This is an optimization exercise on Yosys and OpenROAD, whose aim is small area, not a production implementation. Only simulation tests tie the RTL to the original design; equivalence was not proved. No driver is modelled on the clock port, so clocking that relies on it looks cheaper here than on a real chip.

==> flow/design.v <==
package noc_pkg;
    localparam int num_ports   = 4;
    localparam int num_sources = num_ports - 1;
    localparam int fifo_depth  = 8;
    localparam int fifo_ptr_w  = $clog2(fifo_depth);
    localparam int fifo_cnt_w  = fifo_ptr_w + 1;
    typedef logic [7:0] byte_t;
    typedef logic [3:0] node_t;
    typedef logic [1:0] port_t;
    typedef struct packed {
        node_t       src;
        node_t       dest;
        logic [23:0] data;
    } pkt_t;
    function automatic port_t route_port(input int router_id, input node_t dest);
        port_t p;
        p = 2'd0;
        if (router_id == 0) begin
            case (dest)
                4'd0:    p = 2'd0;
                4'd1:    p = 2'd2;
                4'd2:    p = 2'd3;
                default: p = 2'd1;
            endcase
        end else begin
            case (dest)
                4'd3:    p = 2'd0;
                4'd4:    p = 2'd1;
                4'd5:    p = 2'd2;
                default: p = 2'd3;
            endcase
        end
        route_port = p;
    endfunction
    function automatic port_t queue_slot(input port_t arrival, input port_t out_port);
        queue_slot = (arrival < out_port) ? arrival : port_t'(arrival - 2'd1);
    endfunction
endpackage
`timescale 1ns/1ps
module packet_fifo #(
    parameter int low_w = 8      
) (
    input  logic        clock,
    input  logic        reset_n,
    input  logic [31:0] data_in,
    input  logic [3:0]  shift,       
    input  logic        read,
    input  logic [7:0]  rd_pos,      
    output logic [3:0][7:0] rd_bytes,    
    output logic [2:0]  head,        
    output logic        full,
    output logic        empty
);
    logic [3:0] last;
    logic [3:0] last_next;
    logic [7:0] col0 [8];
    logic [7:0] col1 [8];
    logic [7:0] col2 [8];
    logic [7:0] col3 [8];
    assign full  = (last == 4'd7);
    assign empty = last[3];
    assign head  = last[2:0];
    logic       up, down;
    logic [3:0] tgl;
    assign up   = shift[0] && !read;
    assign down = read && !shift[0];
    always_comb begin
        tgl[0] = up || down;
        tgl[1] = (up && last[0]) || (down && !last[0]);
        tgl[2] = (up && &last[1:0]) || (down && !(|last[1:0]));
        tgl[3] = (up && &last[2:0]) || (down && !(|last[2:0]));
        last_next = last ^ tgl;
    end
    always_ff @(posedge clock, negedge reset_n) begin
        if (!reset_n) last <= 4'hf;
        else          last <= last_next;
    end
    always_ff @(posedge clock) begin
        if (shift[0]) begin
            col0[0] <= {data_in[31:24]};
            for (int i = 1; i < 8; i++) col0[i] <= col0[i-1];
        end
        if (shift[1]) begin
            col1[0] <= data_in[23:16];
            for (int i = 1; i < 8; i++) col1[i] <= col1[i-1];
        end
        if (shift[2]) begin
            col2[0] <= data_in[15:8];
            for (int i = 1; i < 8; i++) col2[i] <= col2[i-1];
        end
        if (shift[3]) begin
            col3[0] <= data_in[7:0];
            for (int i = 1; i < 8; i++) col3[i] <= col3[i-1];
        end
    end
    always_comb begin
        rd_bytes = '0;
        for (int i = 0; i < 8; i++) begin
            rd_bytes[0] = rd_bytes[0] | (col0[i] & {8{rd_pos[i]}});
            rd_bytes[1] = rd_bytes[1] | (col1[i] & {8{rd_pos[i]}});
            rd_bytes[2] = rd_bytes[2] | (col2[i] & {8{rd_pos[i]}});
            rd_bytes[3] = rd_bytes[3] | (col3[i] & {8{rd_pos[i]}});
        end
        if (low_w == 4) rd_bytes[0][3:0] = 4'd0;
    end
endmodule
`timescale 1ns/1ps
module input_port #(
    parameter int router_id  = 0,
    parameter int port_index = 0
) (
    input  logic  clock,
    input  logic  reset_n,
    input  logic  put_inbound,
    input  noc_pkg::byte_t payload_inbound,
    input  logic [3:0] queue_full,      
    output logic  free_inbound,
    output logic [31:0] packet,
    output logic [3:0][3:0] shift       
);
    logic [1:0]     state;
    logic           held;
    logic           write;
    noc_pkg::port_t route;
    noc_pkg::port_t tgt;
    logic [3:1]     lag;
    assign route        = noc_pkg::route_port(router_id, packet[27:24]);
    assign free_inbound = (state == 2'd0) && !held;
    assign write        = held && !queue_full[route];
    always_ff @(posedge clock, negedge reset_n) begin
        if (!reset_n) begin
            state <= 2'd0;
            held  <= 1'b0;
        end else begin
            if (write) held <= 1'b0;
            case (state)
                2'd0: if (put_inbound && free_inbound) state <= 2'd1;
                2'd1: state <= 2'd2;
                2'd2: state <= 2'd3;
                default: begin
                    state <= 2'd0;
                    if (route != noc_pkg::port_t'(port_index)) held <= 1'b1;
                end
            endcase
        end
    end
    always_ff @(posedge clock) begin
        if (free_inbound)  packet[31:24] <= payload_inbound;
        if (state == 2'd1) packet[23:16] <= payload_inbound;
        if (state == 2'd2) packet[15:8]  <= payload_inbound;
        if (state == 2'd3) packet[7:0]   <= payload_inbound;
        if (held) tgt <= route;
        lag <= {lag[2:1], write};
    end
    always_comb begin
        for (int o = 0; o < 4; o++) begin
            shift[o][0] = write && (route == noc_pkg::port_t'(o));
            for (int k = 1; k < 4; k++)
                shift[o][k] = lag[k] && (tgt == noc_pkg::port_t'(o));
        end
    end
endmodule
`timescale 1ns/1ps
module output_port #(
    parameter int low_const = -1     
) (
    input  logic                         clock,
    input  logic                         reset_n,
    input  logic                         free_outbound,
    input  logic [noc_pkg::num_sources-1:0]       queue_empty,
    input  logic [noc_pkg::num_sources-1:0][2:0]  queue_head,
    input  logic [noc_pkg::num_sources-1:0][3:0][7:0] queue_bytes,
    output logic [noc_pkg::num_sources-1:0]       queue_read,
    output logic [7:0]                   rd_pos,
    output logic                         put_outbound,
    output noc_pkg::byte_t                        payload_outbound
);
    logic           busy;
    logic [1:0]     col;
    noc_pkg::port_t last;        
    noc_pkg::port_t pick;
    logic           found;
    logic           start;
    logic [2:0]     pos;
    logic [2:0]     ne;
    logic [1:0]     col_inc;
    assign col_inc = {col[1] ^ col[0], !col[0]};
    assign ne    = ~queue_empty;
    assign found = |ne;
    always_comb begin
        case (last)
            2'd0:    pick = ne[1] ? 2'd1 : (ne[2] ? 2'd2 : 2'd0);
            2'd1:    pick = ne[2] ? 2'd2 : (ne[0] ? 2'd0 : 2'd1);
            default: pick = ne[0] ? 2'd0 : (ne[1] ? 2'd1 : 2'd2);
        endcase
    end
    assign start = !busy && free_outbound && found;
    always_comb begin
        queue_read = '0;
        if (start) queue_read[pick] = 1'b1;
    end
    always_ff @(posedge clock, negedge reset_n) begin
        if (!reset_n) begin
            last <= 2'd2;
            busy <= 1'b0;
            col  <= 2'd0;
        end else begin
            if (start) begin
                last <= pick;
                busy <= 1'b1;
                col  <= 2'd0;
            end else if (busy) begin
                col <= col_inc;
                if (col == 2'd3) busy <= 1'b0;
            end
        end
    end
    always_ff @(posedge clock) begin
        if (!busy) pos <= queue_head[pick];
    end
    noc_pkg::port_t rq;
    logic [1:0]     rk;
    logic [2:0]     rpos;
    always_comb begin
        if (busy) begin
            rq   = last;
            rk   = col_inc;
            rpos = pos;
        end else begin
            rq   = pick;
            rk   = 2'd0;
            rpos = queue_head[pick];
        end
        rd_pos = '0;
        rd_pos[rpos] = 1'b1;
    end
    logic [noc_pkg::num_sources-1:0][3:0] rsel;
    always_comb begin
        for (int q = 0; q < noc_pkg::num_sources; q++)
            for (int k = 0; k < 4; k++)
                rsel[q][k] = (rq == noc_pkg::port_t'(q)) && (rk == 2'(k));
    end
    noc_pkg::byte_t payload_q;
    always_ff @(posedge clock) begin
        noc_pkg::byte_t b;
        b = '0;
        for (int q = 0; q < noc_pkg::num_sources; q++)
            for (int k = 0; k < 4; k++)
                if (low_const >= 0 && k == 0)
                    b[7:4] = b[7:4] | (queue_bytes[q][k][7:4] & {4{rsel[q][k]}});
                else
                    b = b | (queue_bytes[q][k] & {8{rsel[q][k]}});
        if (low_const >= 0 && rk == 2'd0) b[3:0] = 4'(low_const);
        payload_q <= b;
    end
    assign put_outbound     = busy && (col == 2'd0);
    assign payload_outbound = payload_q;
endmodule
`timescale 1ns/1ps
module noc_router #(
    parameter int router_id = 0
) (
    input  logic                    clock,
    input  logic                    reset_n,
    input  logic  [noc_pkg::num_ports-1:0]   put_inbound,
    input  noc_pkg::byte_t [noc_pkg::num_ports-1:0]   payload_inbound,
    input  logic  [noc_pkg::num_ports-1:0]   free_outbound,
    output logic  [noc_pkg::num_ports-1:0]   free_inbound,
    output logic  [noc_pkg::num_ports-1:0]   put_outbound,
    output noc_pkg::byte_t [noc_pkg::num_ports-1:0]   payload_outbound
);
    logic [noc_pkg::num_ports-1:0][31:0]       in_packet;
    logic [noc_pkg::num_ports-1:0][3:0][3:0]   in_shift;    
    logic [noc_pkg::num_ports-1:0][3:0]        in_full;     
    logic [noc_pkg::num_ports-1:0][noc_pkg::num_sources-1:0]      q_read;
    logic [noc_pkg::num_ports-1:0][noc_pkg::num_sources-1:0]      q_full;
    logic [noc_pkg::num_ports-1:0][noc_pkg::num_sources-1:0]      q_empty;
    logic [noc_pkg::num_ports-1:0][noc_pkg::num_sources-1:0][2:0] q_head;
    logic [noc_pkg::num_ports-1:0][noc_pkg::num_sources-1:0][3:0][7:0] q_bytes;
    logic [noc_pkg::num_ports-1:0][7:0] rd_pos;
    for (genvar i = 0; i < noc_pkg::num_ports; i++) begin : g_in
        input_port #(
            .router_id  (router_id),
            .port_index (i)
        ) i_input_port (
            .clock           (clock),
            .reset_n         (reset_n),
            .put_inbound     (put_inbound[i]),
            .payload_inbound (payload_inbound[i]),
            .queue_full      (in_full[i]),
            .free_inbound    (free_inbound[i]),
            .packet          (in_packet[i]),
            .shift           (in_shift[i])
        );
    end
    for (genvar o = 0; o < noc_pkg::num_ports; o++) begin : g_out
        for (genvar s = 0; s < noc_pkg::num_sources; s++) begin : g_slot
            localparam int src = (s < o) ? s : s + 1;
            packet_fifo #(
                .low_w ((router_id == 0 && o != 1) ? 4 : 8)
            ) i_packet_fifo (
                .clock      (clock),
                .reset_n    (reset_n),
                .data_in    (in_packet[src]),
                .shift      (in_shift[src][o]),
                .read       (q_read[o][s]),
                .rd_pos     (rd_pos[o]),
                .rd_bytes   (q_bytes[o][s]),
                .head       (q_head[o][s]),
                .full       (q_full[o][s]),
                .empty      (q_empty[o][s])
            );
            assign in_full[src][o] = q_full[o][s];
        end
        assign in_full[o][o] = 1'b0;
        output_port #(
            .low_const ((router_id == 0 && o != 1) ? ((o == 0) ? 0 : o - 1) : -1)
        ) i_output_port (
            .clock            (clock),
            .reset_n          (reset_n),
            .free_outbound    (free_outbound[o]),
            .queue_empty      (q_empty[o]),
            .queue_head       (q_head[o]),
            .queue_bytes      (q_bytes[o]),
            .queue_read       (q_read[o]),
            .rd_pos           (rd_pos[o]),
            .put_outbound     (put_outbound[o]),
            .payload_outbound (payload_outbound[o])
        );
    end
endmodule
Settings: LEC_CHECK=0, CAP_MARGIN=20, CORE_MARGIN=2, CORE_UTILIZATION=40, CTS_CLUSTER_DIAMETER=100, CTS_CLUSTER_SIZE=30, SLEW_MARGIN=20, SYNTH_HIERARCHICAL=1; clock period 5.5 ns.
standard.sh (not shown) runs the stock make flow with config.mk's settings and CLKGATE_MAP_FILE= SYNTH_SCRIPT=/design/flow/synth_recipe.tcl, a recipe that flattens the netlist after the stock synthesis.
==> flow/flow/run.sh <==
#!/bin/bash
# The standard layout (standard.sh) with three changes:
#  - synthesis maps with an area-recovering ABC script (flow/abc_area.script, Yosys's
#    default liberty script) in place of ORFS's delay-driven abc_speed.script; the rest of
#    the synthesis, and so every register's name and cell, is the standard one;
#  - clock tree synthesis inserts no dummy loads;
#  - the port buffers are buf_1 cells.
# Each step's full output goes to a log file in this folder (and ORFS's own logs to orfs/logs).
set -euo pipefail
W=$(pwd)

rm -rf "$W/orfs_scripts"
cp -r "$FLOW_HOME/scripts" "$W/orfs_scripts"
cp "$W/flow/abc_area.script" "$W/orfs_scripts/abc_speed.script"

SCRIPTS_DIR="$W/orfs_scripts" bash "$W/standard.sh" synth > "$W/synth.log" 2>&1

export CTS_ARGS="-sink_clustering_enable -repair_clock_nets -sink_clustering_size 30 -sink_clustering_max_diameter 100 -dont_use_dummy_load"
export BUFFER_PORTS_ARGS="-buffer_cell sky130_fd_sc_hd__buf_1"
bash "$W/standard.sh" > "$W/layout.log" 2>&1
==> flow/flow/abc_area.script <==
strash
&get -n
&fraig -x
&put
scorr
dc2
dretime
strash
&get -n
&dch -f
&nf
&put
Next try:
--- a/flow/design.v
+++ b/flow/design.v
@@ -39,5 +39,6 @@
 `timescale 1ns/1ps
 module packet_fifo #(
-    parameter int low_w = 8      
+    parameter int low_w     = 8,     
+    parameter int low_const = 0      
 ) (
     input  logic        clock,
@@ -52,27 +53,24 @@
     output logic        empty
 );
-    logic [3:0] last;
-    logic [3:0] last_next;
+    logic [3:0] count;
     logic [7:0] col0 [8];
     logic [7:0] col1 [8];
     logic [7:0] col2 [8];
     logic [7:0] col3 [8];
-    assign full  = (last == 4'd7);
-    assign empty = last[3];
-    assign head  = last[2:0];
-    logic       up, down;
-    logic [3:0] tgl;
-    assign up   = shift[0] && !read;
-    assign down = read && !shift[0];
+    assign full  = count[3];
+    assign empty = (count == 4'd0);
+    logic [3:0] count_next;
+    assign head = 3'(count - 4'd1);
     always_comb begin
-        tgl[0] = up || down;
-        tgl[1] = (up && last[0]) || (down && !last[0]);
-        tgl[2] = (up && &last[1:0]) || (down && !(|last[1:0]));
-        tgl[3] = (up && &last[2:0]) || (down && !(|last[2:0]));
-        last_next = last ^ tgl;
+        count_next = count;
+        case ({shift[0], read})
+            2'b10:   count_next = count + 4'd1;
+            2'b01:   count_next = count - 4'd1;
+            default: count_next = count;
+        endcase
     end
     always_ff @(posedge clock, negedge reset_n) begin
-        if (!reset_n) last <= 4'hf;
-        else          last <= last_next;
+        if (!reset_n) count <= '0;
+        else          count <= count_next;
     end
     always_ff @(posedge clock) begin
@@ -102,5 +100,5 @@
             rd_bytes[3] = rd_bytes[3] | (col3[i] & {8{rd_pos[i]}});
         end
-        if (low_w == 4) rd_bytes[0][3:0] = 4'd0;
+        if (low_w == 4) rd_bytes[0][3:0] = 4'(low_const);
     end
 endmodule
@@ -162,7 +160,5 @@
 endmodule
 `timescale 1ns/1ps
-module output_port #(
-    parameter int low_const = -1     
-) (
+module output_port (
     input  logic                         clock,
     input  logic                         reset_n,
@@ -184,6 +180,4 @@
     logic [2:0]     pos;
     logic [2:0]     ne;
-    logic [1:0]     col_inc;
-    assign col_inc = {col[1] ^ col[0], !col[0]};
     assign ne    = ~queue_empty;
     assign found = |ne;
@@ -211,5 +205,5 @@
                 col  <= 2'd0;
             end else if (busy) begin
-                col <= col_inc;
+                col <= col + 2'd1;
                 if (col == 2'd3) busy <= 1'b0;
             end
@@ -225,5 +219,5 @@
         if (busy) begin
             rq   = last;
-            rk   = col_inc;
+            rk   = col + 2'd1;
             rpos = pos;
         end else begin
@@ -247,9 +241,5 @@
         for (int q = 0; q < noc_pkg::num_sources; q++)
             for (int k = 0; k < 4; k++)
-                if (low_const >= 0 && k == 0)
-                    b[7:4] = b[7:4] | (queue_bytes[q][k][7:4] & {4{rsel[q][k]}});
-                else
-                    b = b | (queue_bytes[q][k] & {8{rsel[q][k]}});
-        if (low_const >= 0 && rk == 2'd0) b[3:0] = 4'(low_const);
+                b = b | (queue_bytes[q][k] & {8{rsel[q][k]}});
         payload_q <= b;
     end
@@ -298,5 +288,6 @@
             localparam int src = (s < o) ? s : s + 1;
             packet_fifo #(
-                .low_w ((router_id == 0 && o != 1) ? 4 : 8)
+                .low_w     ((router_id == 0 && o != 1) ? 4 : 8),
+                .low_const ((o == 0) ? 0 : o - 1)
             ) i_packet_fifo (
                 .clock      (clock),
@@ -314,7 +305,5 @@
         end
         assign in_full[o][o] = 1'b0;
-        output_port #(
-            .low_const ((router_id == 0 && o != 1) ? ((o == 0) ? 0 : o - 1) : -1)
-        ) i_output_port (
+        output_port i_output_port (
             .clock            (clock),
             .reset_n          (reset_n),
What happened:
- wire length climbs slightly
- setup slack loses 0.19 ns
- worst hold slack loses 0.087 ns
- critical path depth increases by 2
- cell count grows slightly
- non-clock buffer count came out higher by 17
- synthesized area climbs slightly
- die area goes up slightly
- global-route usage rose by 0.13 points

## afterwards: timing with drivers on the ports
No port has a modelled driver above. Below, the same layouts with a new extraction and two added sets of constraints.
Step 1 sets driving cells, clkbuf_16 on the clock port and buf_2 on the other inputs (assumed; they add their load-dependent delay and slew).
Step 2 times the ports against the registers' clock, not the clock port: input delays grow and output delays shrink by t, the midpoint of the rising clock arrivals with the driver on.
a / b / c = ideal ports / drivers / drivers and shift; a / b = the first two.
run | shift t [ns] | setup WS [ns] | worst setup path at the end | latest minus earliest clock arrival (ns) | worst register clock-pin slew, ns
the first run | 0.867 | 0.482 / 0.482 / 0.482 | register to register | 0.124 / 0.124 | 0.12 / 0.12
the second run | 0.878 | 0.291 / 0.291 / 0.291 | register to register | 0.122 / 0.122 | 0.12 / 0.12
After both steps setup and hold are still met in every run listed.
